From an optimization exercise on the open Yosys and OpenROAD flow, aimed at small area; shortcuts taken in it are not production practice.
The RTL was checked by simulation tests, not by an equivalence proof against the original design.
Power and IR drop assume default switching activity.

AL:
==> flow/design.v <==
package core_pkg;
    localparam int XLEN       = 32;
    localparam int NUM_REGS   = 16;
    localparam int REG_AW     = 4;
    localparam int DMEM_WORDS = 16;
    localparam int DMEM_AW    = 4;
    localparam int COND_MSB     = 31;
    localparam int COND_LSB     = 28;
    localparam int TYPE_MSB     = 27;
    localparam int TYPE_LSB     = 26;
    localparam int IMM_FLAG_BIT = 25;
    localparam int OPC_MSB      = 24;
    localparam int OPC_LSB      = 21;
    localparam int LOAD_BIT     = 20;
    localparam int RN_LSB       = 16;
    localparam int RD_LSB       = 12;
    localparam int RM_LSB       = 0;
    localparam int IMM8_WIDTH   = 8;
    localparam int OFFSET_WIDTH = 24;    
    localparam logic [1:0] TYPE_DATA       = 2'b00;
    localparam logic [1:0] TYPE_LOAD_STORE = 2'b01;
    localparam logic [1:0] TYPE_BRANCH     = 2'b10;
    localparam logic [3:0] OPC_AND  = 4'b0000;
    localparam logic [3:0] OPC_ANDS = 4'b0001;
    localparam logic [3:0] OPC_SUB  = 4'b0010;
    localparam logic [3:0] OPC_SUBS = 4'b0011;
    localparam logic [3:0] OPC_ADD  = 4'b0100;
    localparam logic [3:0] OPC_LSL  = 4'b1101;
    localparam logic [1:0] STATUS_UPDATE = 2'b11;    
    localparam logic [3:0] COND_NE = 4'b0001;
    localparam logic [3:0] COND_LE = 4'b1101;    
    localparam logic [3:0] COND_AL = 4'b1110;
    typedef enum logic [1:0] {
        ALU_AND = 2'b00,
        ALU_ADD = 2'b01,
        ALU_SUB = 2'b10,
        ALU_LSL = 2'b11
    } alu_op_t;
endpackage
`timescale 1ns/1ps
import core_pkg::*;
module reg_file (
    input  logic              clk,
    input  logic              rst_n,
    input  logic              rd_en_a,      
    input  logic [REG_AW-1:0] rd_addr_a,
    input  logic [REG_AW-1:0] rd_addr_b,
    input  logic              wr_enable,
    input  logic [REG_AW-1:0] wr_addr,
    input  logic [XLEN-1:0]   wr_data,      
    output logic [XLEN-1:0]   rd_data_a,
    output logic [XLEN-1:0]   rd_data_b
);
    logic [XLEN-1:0] regs [NUM_REGS];
    for (genvar i = 0; i < NUM_REGS; i++) begin : g_row
        always_ff @(posedge clk) begin
            if (!rst_n || (wr_enable && wr_addr == REG_AW'(i)))
                regs[i] <= wr_data;
        end
    end
    always_comb begin
        rd_data_a = '0;
        rd_data_b = '0;
        for (int i = 0; i < NUM_REGS; i++) begin
            rd_data_a = rd_data_a | (regs[i] & {XLEN{rd_en_a && rd_addr_a == REG_AW'(i)}});
            rd_data_b = rd_data_b | (regs[i] & {XLEN{rd_addr_b == REG_AW'(i)}});
        end
    end
endmodule
`timescale 1ns/1ps
import core_pkg::*;
module memory_stage (
    input  logic               clk,
    input  logic               rst_n,
    input  logic               wr_enable,
    input  logic [DMEM_AW-1:0] wr_addr,
    input  logic [XLEN-1:0]    wr_data,     
    input  logic [DMEM_AW+1:0] rd_addr,     
    output logic [7:0]         rd_byte
);
    logic [XLEN-1:0] dmem [DMEM_WORDS];
    for (genvar i = 0; i < DMEM_WORDS; i++) begin : g_word
        always_ff @(posedge clk) begin
            if (!rst_n || (wr_enable && wr_addr == DMEM_AW'(i)))
                dmem[i] <= wr_data;
        end
    end
    always_comb begin
        rd_byte = '0;
        for (int i = 0; i < DMEM_WORDS; i++) begin
            for (int j = 0; j < 4; j++) begin
                rd_byte = rd_byte | (dmem[i][8*j +: 8] & {8{rd_addr == (DMEM_AW+2)'(4*i + j)}});
            end
        end
    end
endmodule
`timescale 1ns/1ps
import core_pkg::*;
module core_top (
    input  logic                    clk,
    input  logic                    rst_n,
    input  logic                    instr_valid,
    input  logic [XLEN-1:0]         instruction,
    output logic                    wb_valid,
    output logic [REG_AW-1:0]       wb_reg,
    output logic [XLEN-1:0]         wb_data,
    output logic                    branch_taken,
    output logic [OFFSET_WIDTH-1:0] branch_offset,
    output logic                    flag_n,
    output logic                    flag_z
);
    logic [1:0]        op_type;
    logic [3:0]        opcode;
    logic [3:0]        cond;
    logic [REG_AW-1:0] f_rn, f_rd, f_rm;
    logic [7:0]        f_imm;
    logic              live, is_dp, is_ls, is_br;
    logic              n_wr, n_ld, n_st, n_s;
    logic [1:0]        n_br;
    assign op_type = instruction[TYPE_MSB:TYPE_LSB];
    assign opcode  = instruction[OPC_MSB:OPC_LSB];
    assign cond    = instruction[COND_MSB:COND_LSB];
    assign f_rn    = instruction[RN_LSB +: REG_AW];
    assign f_rd    = instruction[RD_LSB +: REG_AW];
    assign f_rm    = instruction[RM_LSB +: REG_AW];
    assign f_imm   = instruction[IMM8_WIDTH-1:0];
    assign live    = instr_valid && (instruction != '0);
    assign is_dp   = op_type == TYPE_DATA;
    assign is_ls   = op_type == TYPE_LOAD_STORE;
    assign is_br   = op_type == TYPE_BRANCH;
    always_comb begin
        n_wr = live && (is_dp || (is_ls && instruction[LOAD_BIT]));
        n_ld = live && is_ls &&  instruction[LOAD_BIT];
        n_st = live && is_ls && !instruction[LOAD_BIT];
        n_s  = live && is_dp && (opcode == OPC_ANDS || opcode == OPC_SUBS);
        n_br = 2'b00;
        if (live && is_br) begin
            case (cond)
                COND_NE: n_br = 2'b01;
                COND_LE: n_br = 2'b10;
                COND_AL: n_br = 2'b11;
                default: n_br = 2'b00;
            endcase
        end
    end
    logic [XLEN-1:0]    port_a, port_b, op2;
    logic [DMEM_AW+1:0] ls_addr;    
    logic               n_st_f, use_imm, n_and, n_sub;
    logic              e_wr, e_st;
    logic [REG_AW-1:0] e_rd;        
    logic [XLEN-1:0]   e_data;      
    logic [XLEN-1:0]   e_wdata;
    assign e_wdata = e_data & {XLEN{rst_n}};
    assign n_st_f  = is_ls && !instruction[LOAD_BIT];
    reg_file reg_file_i (
        .clk       (clk),
        .rst_n     (rst_n),
        .rd_en_a   (!is_br),
        .rd_addr_a (n_st_f ? f_rd : f_rn),
        .rd_addr_b (n_st_f ? f_rn : f_rm),
        .wr_enable (e_wr),
        .wr_addr   (e_rd),
        .wr_data   (e_wdata),
        .rd_data_a (port_a),
        .rd_data_b (port_b)
    );
    assign ls_addr = (n_st_f ? port_b[DMEM_AW+1:0] : port_a[DMEM_AW+1:0]) + f_imm[DMEM_AW+1:0];
    assign use_imm = is_br || (is_dp && instruction[IMM_FLAG_BIT]);
    assign op2     = use_imm ? (is_br ? {{(XLEN-OFFSET_WIDTH){1'b0}}, instruction[OFFSET_WIDTH-1:0]}
                                      : {{(XLEN-IMM8_WIDTH){1'b0}}, f_imm})
                             : port_b;
    assign n_and   = is_dp && (opcode == OPC_AND || opcode == OPC_ANDS);
    assign n_sub   = is_dp && (opcode == OPC_SUB || opcode == OPC_SUBS);
    logic              i_wr, i_ld, i_st, i_s, i_lsl, i_cin;
    logic [1:0]        i_br;
    logic [REG_AW-1:0] i_rd;        
    logic [XLEN-1:0]   i_a;         
    logic [XLEN-1:0]   i_b;
    always_ff @(posedge clk) begin
        if (!rst_n) begin
            i_wr <= 1'b0;
            i_ld <= 1'b0;
            i_st <= 1'b0;
            i_s  <= 1'b0;
            i_br <= 2'b00;
        end else begin
            i_wr <= n_wr;
            i_ld <= n_ld;
            i_st <= n_st;
            i_s  <= n_s;
            i_br <= n_br;
        end
    end
    always_ff @(posedge clk) begin
        i_lsl <= is_dp && opcode == OPC_LSL;
        i_cin <= n_sub;
        i_rd  <= n_st_f ? ls_addr[DMEM_AW+1:2] : f_rd;
        if (n_and)
            i_a <= port_a & op2;
        else if (is_ls && instruction[LOAD_BIT])
            i_a <= {port_a[XLEN-1:DMEM_AW+2], ls_addr};
        else
            i_a <= port_a;
        if (n_and || n_st_f)
            i_b <= '0;
        else
            i_b <= op2 ^ {XLEN{n_sub}};
    end
    logic [XLEN-1:0] alu, sum;
    logic            cond_pass;
    logic [7:0]      ld_byte;
    assign sum = i_a + i_b + XLEN'(i_cin);
    assign alu = i_lsl ? (i_a << i_b[4:0]) : sum;
    always_comb begin
        case (i_br)
            2'b01:   cond_pass = !flag_z;
            2'b10:   cond_pass = flag_z || flag_n;
            2'b11:   cond_pass = 1'b1;
            default: cond_pass = 1'b0;
        endcase
    end
    memory_stage memory_stage_i (
        .clk       (clk),
        .rst_n     (rst_n),
        .wr_enable (e_st),
        .wr_addr   (e_rd),
        .wr_data   (e_wdata),
        .rd_addr   (i_a[DMEM_AW+1:0]),
        .rd_byte   (ld_byte)
    );
    always_ff @(posedge clk) begin
        if (!rst_n) begin
            e_wr         <= 1'b0;
            e_st         <= 1'b0;
            branch_taken <= 1'b0;
            flag_n       <= 1'b0;
            flag_z       <= 1'b0;
        end else begin
            e_wr         <= i_wr;
            e_st         <= i_st;
            branch_taken <= cond_pass;
            if (i_s) begin
                flag_n <= alu[XLEN-1];
                flag_z <= (alu == '0);
            end
        end
    end
    always_ff @(posedge clk) begin
        e_rd <= i_rd;
        e_data <= i_ld ? {{(XLEN-8){1'b0}}, ld_byte} : alu;
    end
    assign branch_offset = e_data[OFFSET_WIDTH-1:0];
    always_ff @(posedge clk) begin
        if (!rst_n) wb_valid <= 1'b0;
        else        wb_valid <= e_wr;
    end
    always_ff @(posedge clk) begin
        wb_reg  <= e_rd;
        wb_data <= e_data;
    end
endmodule
Settings: LEC_CHECK=0, CAP_MARGIN=20, CORE_MARGIN=2, CORE_UTILIZATION=30, SLEW_MARGIN=20; clock period 5.5 ns.
standard.sh (not shown) runs the stock make flow with config.mk's settings and CLKGATE_MAP_FILE= SYNTH_SCRIPT=/design/flow/synth_recipe.tcl, a recipe that flattens the netlist after the stock synthesis.
==> flow/flow/run.sh <==
#!/bin/bash
# Own layout flow: the standard ORFS flow with
#  - the standard synthesis script, except that ABC maps for area
#    (flow/abc_area.script) and adders use Yosys's default carry lookahead
#    instead of the Kogge-Stone map; flip-flops are mapped exactly as in the
#    standard synthesis (dfflibmap runs before ABC and ABC never sees them);
#  - smaller port buffers and a clock tree without dummy loads.
# Every tool's output goes to a log file in this folder (and ORFS's own logs
# under orfs/logs).
set -euo pipefail
W=$PWD
F=$W/flow

# Synthesis script: synth_recipe.tcl with ABC and synth wrapped.
{
  cat <<TCL
proc abc {args} {
  set i [lsearch -exact \$args -script]
  if {\$i >= 0} { set args [lreplace \$args [expr {\$i+1}] [expr {\$i+1}] $F/abc_area.script] }
  puts "own flow abc: \$args"
  yosys abc {*}\$args
}
proc synth {args} {
  set i [lsearch -glob \$args *lcu_kogge_stone.v]
  if {\$i > 0} { set args [lreplace \$args [expr {\$i-1}] \$i] }
  puts "own flow synth: \$args"
  yosys synth -nofsm -noshare {*}\$args
}
TCL
  tail -n +2 $W/synth_recipe.tcl
} > $W/own_synth.tcl

CTS="-sink_clustering_enable -repair_clock_nets -dont_use_dummy_load"
if [[ -f $F/cts_args ]]; then CTS=$(cat $F/cts_args); fi
EXTRA=()
if [[ -f $F/extra_vars ]]; then mapfile -t EXTRA < $F/extra_vars; fi

make -C "$FLOW_HOME" DESIGN_CONFIG=$W/config.mk WORK_HOME=$W/orfs CLKGATE_MAP_FILE= \
  SYNTH_SCRIPT=$W/own_synth.tcl \
  "BUFFER_PORTS_ARGS=-buffer_cell sky130_fd_sc_hd__buf_1" \
  "CTS_ARGS=$CTS" "${EXTRA[@]}" \
  finish > $W/make_finish.log 2>&1

R=$W/orfs/results/$FLOW_PLATFORM/core_top/base
: # left out here: write the final layout as DEF
==> flow/flow/abc_area.script <==
&get -n
&st
&dch
&nf -a
&st
&syn2
&dch
&nf -a
&st
&dch -f
&nf -a
&put
topo
dnsize -c
==> flow/flow/cts_args <==
-sink_clustering_enable -repair_clock_nets -dont_use_dummy_load -sink_clustering_size 22 -sink_clustering_max_diameter 100 -buf_list sky130_fd_sc_hd__clkbuf_16
AL went all the way through the flow, and no timing, DRC or antenna check failed.
Setup changes, AL to PW
- CAP_MARGIN changed from 20 to 5
- SLEW_MARGIN changed from 20 to 5
==> notes.md <==
PW: done, clean on timing, DRC and antenna
PW against AL: total stage count of the critical path saw little to no change, clock-buffer cell count saw little to no change, number of buffers created by CTS saw little to no change, final number of hold-violating endpoints saw little to no change.
Global-route usage came out exactly the same in AL and PW.
There was hardly any difference in fraction of registers with async set/reset between PW and AL.
Overall power: AL vs PW identical

[what the ideal ports hide]
No port has a modelled driver above. Below, the same layouts with a new extraction and two added sets of constraints.
Step 1, drivers: a clkbuf_16 drives clk and a buf_2 each remaining input, both assumed.
Step 2 times the ports against the registers' clock, not the clock port: input delays grow and output delays shrink by t, the midpoint of the rising clock arrivals with the driver on.
Slacks: ideal / step 1 / step 2; pairs: ideal / step 1.
| run | t, ns | setup WS [ns] | hold slack, ns |
|---|---|---|---|
| AL | 0.727 | 0.262 / 0.262 / -0.210 | 0.292 / 0.292 / 0.292 |
| PW | 0.727 | 0.262 / 0.262 / -0.210 | 0.292 / 0.292 / 0.292 |
With both steps, setup timing fails in AL and PW, where it was met with ideal ports.
